Source: an optimization exercise on an open RTL-to-GDS flow (aim: small area, a short achievable clock period and few clock cycles per item). Production flows keep margins and buffers that such runs may drop. Function was checked by simulation only, so behaviour that the tests miss may differ from the original. No activity file was given, so power comes from the tool's default toggle rates.

## willow
==> flow/design.v <==
module mlp_sequencer #(
   parameter int N1        = 98,
   parameter int N2        = 10,
   parameter int W_K       = 4,
   parameter int W_X       = 8,
   parameter int W_OUT     = 16,
   parameter int ACT_SHIFT = 4,
   parameter int OUT_SHIFT = 8
) (
   input  logic                         clk,
   input  logic                         rstn,
   input  logic                         s_valid,
   output logic                         s_ready,
   input  logic [W_X-1:0]               s_data,
   output logic                         m_valid,
   input  logic                         m_ready,
   output logic [W_OUT-1:0]             m_data,
   output logic                         busy,
   output logic [1:0]                   w_sel,
   output logic [$clog2(N2+1)-1:0]      w_neuron,
   output logic [$clog2(N1/2+1)-1:0]    w_idx,
   input  logic [W_K-1:0]               w_data,
   output logic [W_K-1:0]               tanh_idx,
   input  logic [W_OUT-1:0]             tanh_data
);
   localparam int HALF   = N1 / 2;
   localparam int NEU_W  = $clog2(N2 + 1);
   localparam int IDX_W  = $clog2(N1 / 2 + 1);
   localparam int ACC1_W = W_X + W_K + $clog2(N1 + 2) - 1;    
   localparam int ACC2_W = W_OUT + W_K + $clog2(N2 + 1) - 1;  
   localparam int XW     = (W_OUT > W_X) ? W_OUT : W_X;
   localparam int TAP    = 1;    
   localparam logic signed [ACC1_W-1:0] T_MAX = ACC1_W'(2 ** (W_K - 1) - 1);
   localparam logic signed [ACC1_W-1:0] T_MIN = ACC1_W'(-(2 ** (W_K - 1)));
   logic                     r_l2;       
   logic                     r_out;      
   logic                     r_act;      
   logic [3:0]               r_pcnt;     
   logic                     r_first;    
   logic [1:0]               r_sel;
   logic [NEU_W-1:0]         r_neu;      
   logic [IDX_W-1:0]         r_idx;
   logic signed [XW-1:0]     r_x;        
   logic [ACC2_W-ACC1_W-1:0] r_yh;       
   logic                     r_m_valid;
   logic [N2*ACC1_W-1:0]     r_ring;
   logic                     r_mz, r_m2;  
   logic                     r_rdy;      
   logic                     r_neg0, r_one0, r_two0, r_neg1, r_one1, r_two1;
   logic                     w_bias, w_rdy, w_acc, w_last, w_mac, w_xld;
   logic [3:0]               w_pcnt;
   logic signed [XW-1:0]     w_x;
   logic [NEU_W-1:0]         w_neu_n;
   logic signed [ACC1_W-1:0] w_head, w_tap, w_sh;
   logic signed [ACC2_W-1:0] w_y;
   logic signed [ACC2_W-1:0] w_a, w_sum;
   logic [W_K-1:0]           w_t;
   assign w_head  = r_ring[ACC1_W-1:0];
   assign w_y     = {r_yh, r_ring[N2*ACC1_W-1 -: ACC1_W]};
   assign w_tap   = r_ring[TAP*ACC1_W +: ACC1_W];
   assign w_bias  = r_idx == IDX_W'(HALF);
   assign w_rdy   = r_rdy;
   assign w_acc   = s_valid && w_rdy;
   assign w_last  = r_pcnt == 4'd9;
   assign w_mac   = r_l2 || (!r_out && (r_act || w_bias || w_acc));
   always_comb begin
      if (r_l2 || r_out) w_pcnt = (r_pcnt == 4'd13) ? r_pcnt : r_pcnt + 1'b1;
      else if (!r_act) w_pcnt = 4'd1;
      else if (w_last && w_bias && r_sel != 2'd0) w_pcnt = '0;
      else w_pcnt = r_pcnt + 1'b1;
   end
   always_comb begin
      w_xld = 1'b1;
      w_x   = $signed(tanh_data);
      if (r_out) begin
         w_xld = r_pcnt == 4'd12;
         w_x   = XW'(w_y >>> OUT_SHIFT);
      end else if (!r_l2) begin
         w_xld = !r_act;
         w_x   = w_bias ? XW'(1) : XW'($signed(s_data));
      end else if (r_pcnt == 4'd10) begin
         w_x   = XW'(1);
      end
   end
   assign w_neu_n = (r_neu == NEU_W'(N2 - 1)) ? '0 : r_neu + 1'b1;
   assign s_ready  = rstn && w_rdy;
   assign busy     = rstn && !w_rdy;
   assign w_sel    = r_sel;
   assign w_neuron = r_neu;
   assign w_idx    = r_idx;
   assign tanh_idx = w_t;
   assign m_valid  = r_m_valid;
   assign m_data   = r_x;
   logic [XW:0]          b_x, b_x2, b_pp0, b_pp1;
   logic [ACC2_W-1:0]    c_r1, c_r2, c_s, c_c;
   assign b_x    = {r_x[XW-1], r_x};
   assign b_x2   = {r_x, 1'b0};
   assign b_pp0  = (({(XW+1){r_one0}} & b_x) | ({(XW+1){r_two0}} & b_x2)) ^ {(XW+1){r_neg0}};
   assign b_pp1  = (({(XW+1){r_one1}} & b_x) | ({(XW+1){r_two1}} & b_x2)) ^ {(XW+1){r_neg1}};
   assign w_a    = r_mz ? '0 : r_m2 ? w_y : ACC2_W'(w_head);
   assign c_r1   = {4'b1111, ~b_pp0[XW], b_pp0[XW], b_pp0[XW], b_pp0[XW-1:0]};
   assign c_r2   = {4'b0000, ~b_pp1[XW], b_pp1[XW-1:0], r_neg1, r_neg0};
   assign c_s    = w_a ^ c_r1 ^ c_r2;
   assign c_c    = (w_a & c_r1) | (w_a & c_r2) | (c_r1 & c_r2);
   logic [ACC2_W:0] c_sum;
   localparam int CPA_W = ACC2_W + 1;
   logic [CPA_W-1:0] k_a, k_b, k_g0, k_p0;
   logic [CPA_W-1:0] k_G, k_P;
   assign k_a  = {c_s, r_neg1};
   assign k_b  = {c_c[ACC2_W-2:0], r_neg1, r_neg1};
   assign k_g0 = k_a & k_b;
   assign k_p0 = k_a ^ k_b;
   always_comb begin
      k_G = k_g0;
      k_P = k_p0;
      for (int d = 1; d < CPA_W; d = d * 2)
         for (int i = 0; i < CPA_W; i++)
            if ((i / d) % 2 == 1) begin
               k_G[i] = k_G[i] | (k_P[i] & k_G[(i / d) * d - 1]);
               k_P[i] = k_P[i] & k_P[(i / d) * d - 1];
            end
   end
   assign c_sum  = k_p0 ^ {k_G[CPA_W-2:0], 1'b0};
   assign w_sum  = c_sum[ACC2_W:1];
   always_comb begin
      w_sh = w_tap >>> ACT_SHIFT;
      if (w_sh > T_MAX)      w_t = W_K'(2 ** W_K - 1);
      else if (w_sh < T_MIN) w_t = '0;
      else                   w_t = W_K'(w_sh) ^ W_K'(2 ** (W_K - 1));
   end
   always_ff @(posedge clk) begin
      r_ring <= {w_sum[ACC1_W-1:0], r_ring[N2*ACC1_W-1:ACC1_W]};
      r_neg0 <= w_mac & w_data[1];
      r_one0 <= w_mac & w_data[0];
      r_two0 <= w_mac & w_data[1] & ~w_data[0];
      r_neg1 <= w_mac & w_data[3] & ~(w_data[2] & w_data[1]);
      r_one1 <= w_mac & (w_data[2] ^ w_data[1]);
      r_two1 <= w_mac & ((w_data[3] & ~w_data[2] & ~w_data[1]) | (~w_data[3] & w_data[2] & w_data[1]));
      r_pcnt <= w_pcnt;
      r_mz   <= r_l2 ? r_pcnt == 4'd0 : r_first;
      r_m2   <= r_l2;
      if (w_xld) r_x <= w_x;
      r_yh   <= w_sum[ACC2_W-1:ACC1_W];
   end
   always_ff @(posedge clk) begin
      if (!rstn) begin
         r_l2      <= 1'b0;
         r_out     <= 1'b0;
         r_act     <= 1'b0;
         r_first   <= 1'b1;
         r_sel     <= '0;
         r_neu     <= '0;
         r_idx     <= '0;
         r_m_valid <= 1'b0;
         r_rdy     <= 1'b1;
      end else begin
         r_neu <= w_neu_n;
         if (r_out && r_pcnt == 4'd12) r_m_valid <= 1'b1;
         else if (m_ready) r_m_valid <= 1'b0;
         if (r_out) begin
            if (r_pcnt == 4'd13 && m_ready) begin
               r_out <= 1'b0;
               r_rdy <= 1'b1;
            end
         end else if (r_l2) begin
            r_idx <= IDX_W'(w_neu_n);
            if (r_pcnt == 4'd9) begin
               r_idx <= IDX_W'(N2);
            end else if (r_pcnt == 4'd10) begin
               r_l2    <= 1'b0;
               r_out   <= 1'b1;
               r_first <= 1'b1;
               r_sel   <= '0;
               r_idx   <= '0;
            end
         end else if (!r_act) begin
            if (w_bias) begin
               r_act <= 1'b1;
               r_rdy <= 1'b0;
            end else if (w_acc) begin
               if (|s_data) begin
                  r_act <= 1'b1;
                  r_rdy <= 1'b0;
               end else begin
                  r_idx <= r_idx + 1'b1;
                  r_rdy <= r_idx != IDX_W'(HALF - 1);
               end
            end
         end else if (w_last) begin
            r_act   <= 1'b0;
            r_first <= 1'b0;
            if (!w_bias) begin
               r_idx <= r_idx + 1'b1;
               r_rdy <= r_idx != IDX_W'(HALF - 1);
            end else if (r_sel == 2'd0) begin
               r_sel <= 2'd1;
               r_idx <= '0;
               r_rdy <= 1'b1;
            end else begin
               r_l2  <= 1'b1;
               r_sel <= 2'd2;
               r_idx <= IDX_W'(w_neu_n);
            end
         end
      end
   end
endmodule
clock: 8.0 ns
lec_check: 0
cap_margin: 20
core_margin: 2
core_utilization: 40
cts_buf_list: sky130_fd_sc_hd__clkbuf_16
cts_cluster_diameter: 120
cts_cluster_size: 25
place_density: 0.8
setup_slack_margin: 4.5
slew_margin: 20
standard.sh (not shown) runs the stock make flow with config.mk's settings and CLKGATE_MAP_FILE= SYNTH_SCRIPT=/design/flow/synth_recipe.tcl, a recipe that flattens the netlist after the stock synthesis.
==> flow/flow/run.sh <==
#!/bin/bash
# Standard layout with two changes: port buffers are plain buf_1 cells, and
# after placement the reset port buffer keeps only the gates of s_ready and
# busy, while a new buffer drives the rest of the reset net (flow/iso.tcl).
set -e
export BUFFER_PORTS_ARGS="-buffer_cell sky130_fd_sc_hd__buf_1"
bash standard.sh place > standard_place.log 2>&1
RES=$PWD/orfs/results/sky130hd/mlp_sequencer/base
RES=$RES OUT=$RES/3_place.odb openroad -no_init -exit flow/iso.tcl > iso.log 2>&1
bash standard.sh finish > standard_finish.log 2>&1
Other scripts of this flow, unchanged in this note and not shown: flow/flow/iso.tcl
willow: flow completed, timing, DRC and antenna clean
Testbench counts of willow, summed over its fixed seeds: cycles 89,766, items 96.
### willow -> cedar
diff --git a/flow/design.v b/flow/design.v
--- a/flow/design.v
+++ b/flow/design.v
@@ -104,22 +104,5 @@
    assign c_c    = (w_a & c_r1) | (w_a & c_r2) | (c_r1 & c_r2);
    logic [ACC2_W:0] c_sum;
-   localparam int CPA_W = ACC2_W + 1;
-   logic [CPA_W-1:0] k_a, k_b, k_g0, k_p0;
-   logic [CPA_W-1:0] k_G, k_P;
-   assign k_a  = {c_s, r_neg1};
-   assign k_b  = {c_c[ACC2_W-2:0], r_neg1, r_neg1};
-   assign k_g0 = k_a & k_b;
-   assign k_p0 = k_a ^ k_b;
-   always_comb begin
-      k_G = k_g0;
-      k_P = k_p0;
-      for (int d = 1; d < CPA_W; d = d * 2)
-         for (int i = 0; i < CPA_W; i++)
-            if ((i / d) % 2 == 1) begin
-               k_G[i] = k_G[i] | (k_P[i] & k_G[(i / d) * d - 1]);
-               k_P[i] = k_P[i] & k_P[(i / d) * d - 1];
-            end
-   end
-   assign c_sum  = k_p0 ^ {k_G[CPA_W-2:0], 1'b0};
+   assign c_sum  = {c_s, r_neg1} + {c_c[ACC2_W-2:0], r_neg1, r_neg1};
    assign w_sum  = c_sum[ACC2_W:1];
    always_comb begin
Notes after the runs:
- Diff willow -> cedar | non-clock buffer total of the final layout | up slightly
- The global-route wire length before repair of cedar is higher than that of willow.
- | multi-input combinational cell count | cedar vs willow | 35 higher |
- Comparing post-route cell area for cedar and willow, the smaller number came from willow.
- cedar vs. willow: fraction of power consumed by combinational cells now smaller; worst-case clock skew now smaller; proportion of power drawn by the clock network now larger.
- Data arrival time of the critical path, cedar and willow, lower one = cedar.
- Measured against willow, the power after layout of cedar comes out at 0.945 times the reference value.
- Where maximum operating frequency is concerned, willow is outperformed by cedar.
- Going from willow to cedar, the area added between synthesis and finish was found to have gone down by 1.5 points.
- Looking at cedar and willow, the portion of the layout cell area used by clock cells is a wash.
Testbench counts of cedar, summed over its fixed seeds: cycles 89,766, items 96.

## what the ideal ports hide
How much do the figures lean on ideal ports? The routed layouts below were timed once more, with nothing changed but the port constraints. Step 1: set_driving_cell puts a clkbuf_16 on clk and a buf_2 on each other input, an assumption about the parent block. Step 2 times the ports against the registers' clock, not the clock port: input delays grow and output delays shrink by t, the midpoint of the rising clock arrivals with the driver on. Three values: ideal, step 1, step 2; two values: the first two.
run	t, ns	slack for setup (ns)	slew at the worst register clock pin (ns)	worst slew at a driven data input, ns	pins driven straight from the clock port
willow	0.512	4.434 / 4.392 / 4.392	0.10 / 0.10	0.05	1
cedar	0.510	4.445 / 4.403 / 4.184	0.10 / 0.10	0.05	1
After both steps setup and hold are still met in every run listed. For cedar, which loses most, drivers alone change the setup slack by -0.042 ns; drivers and shift together by -0.261 ns.
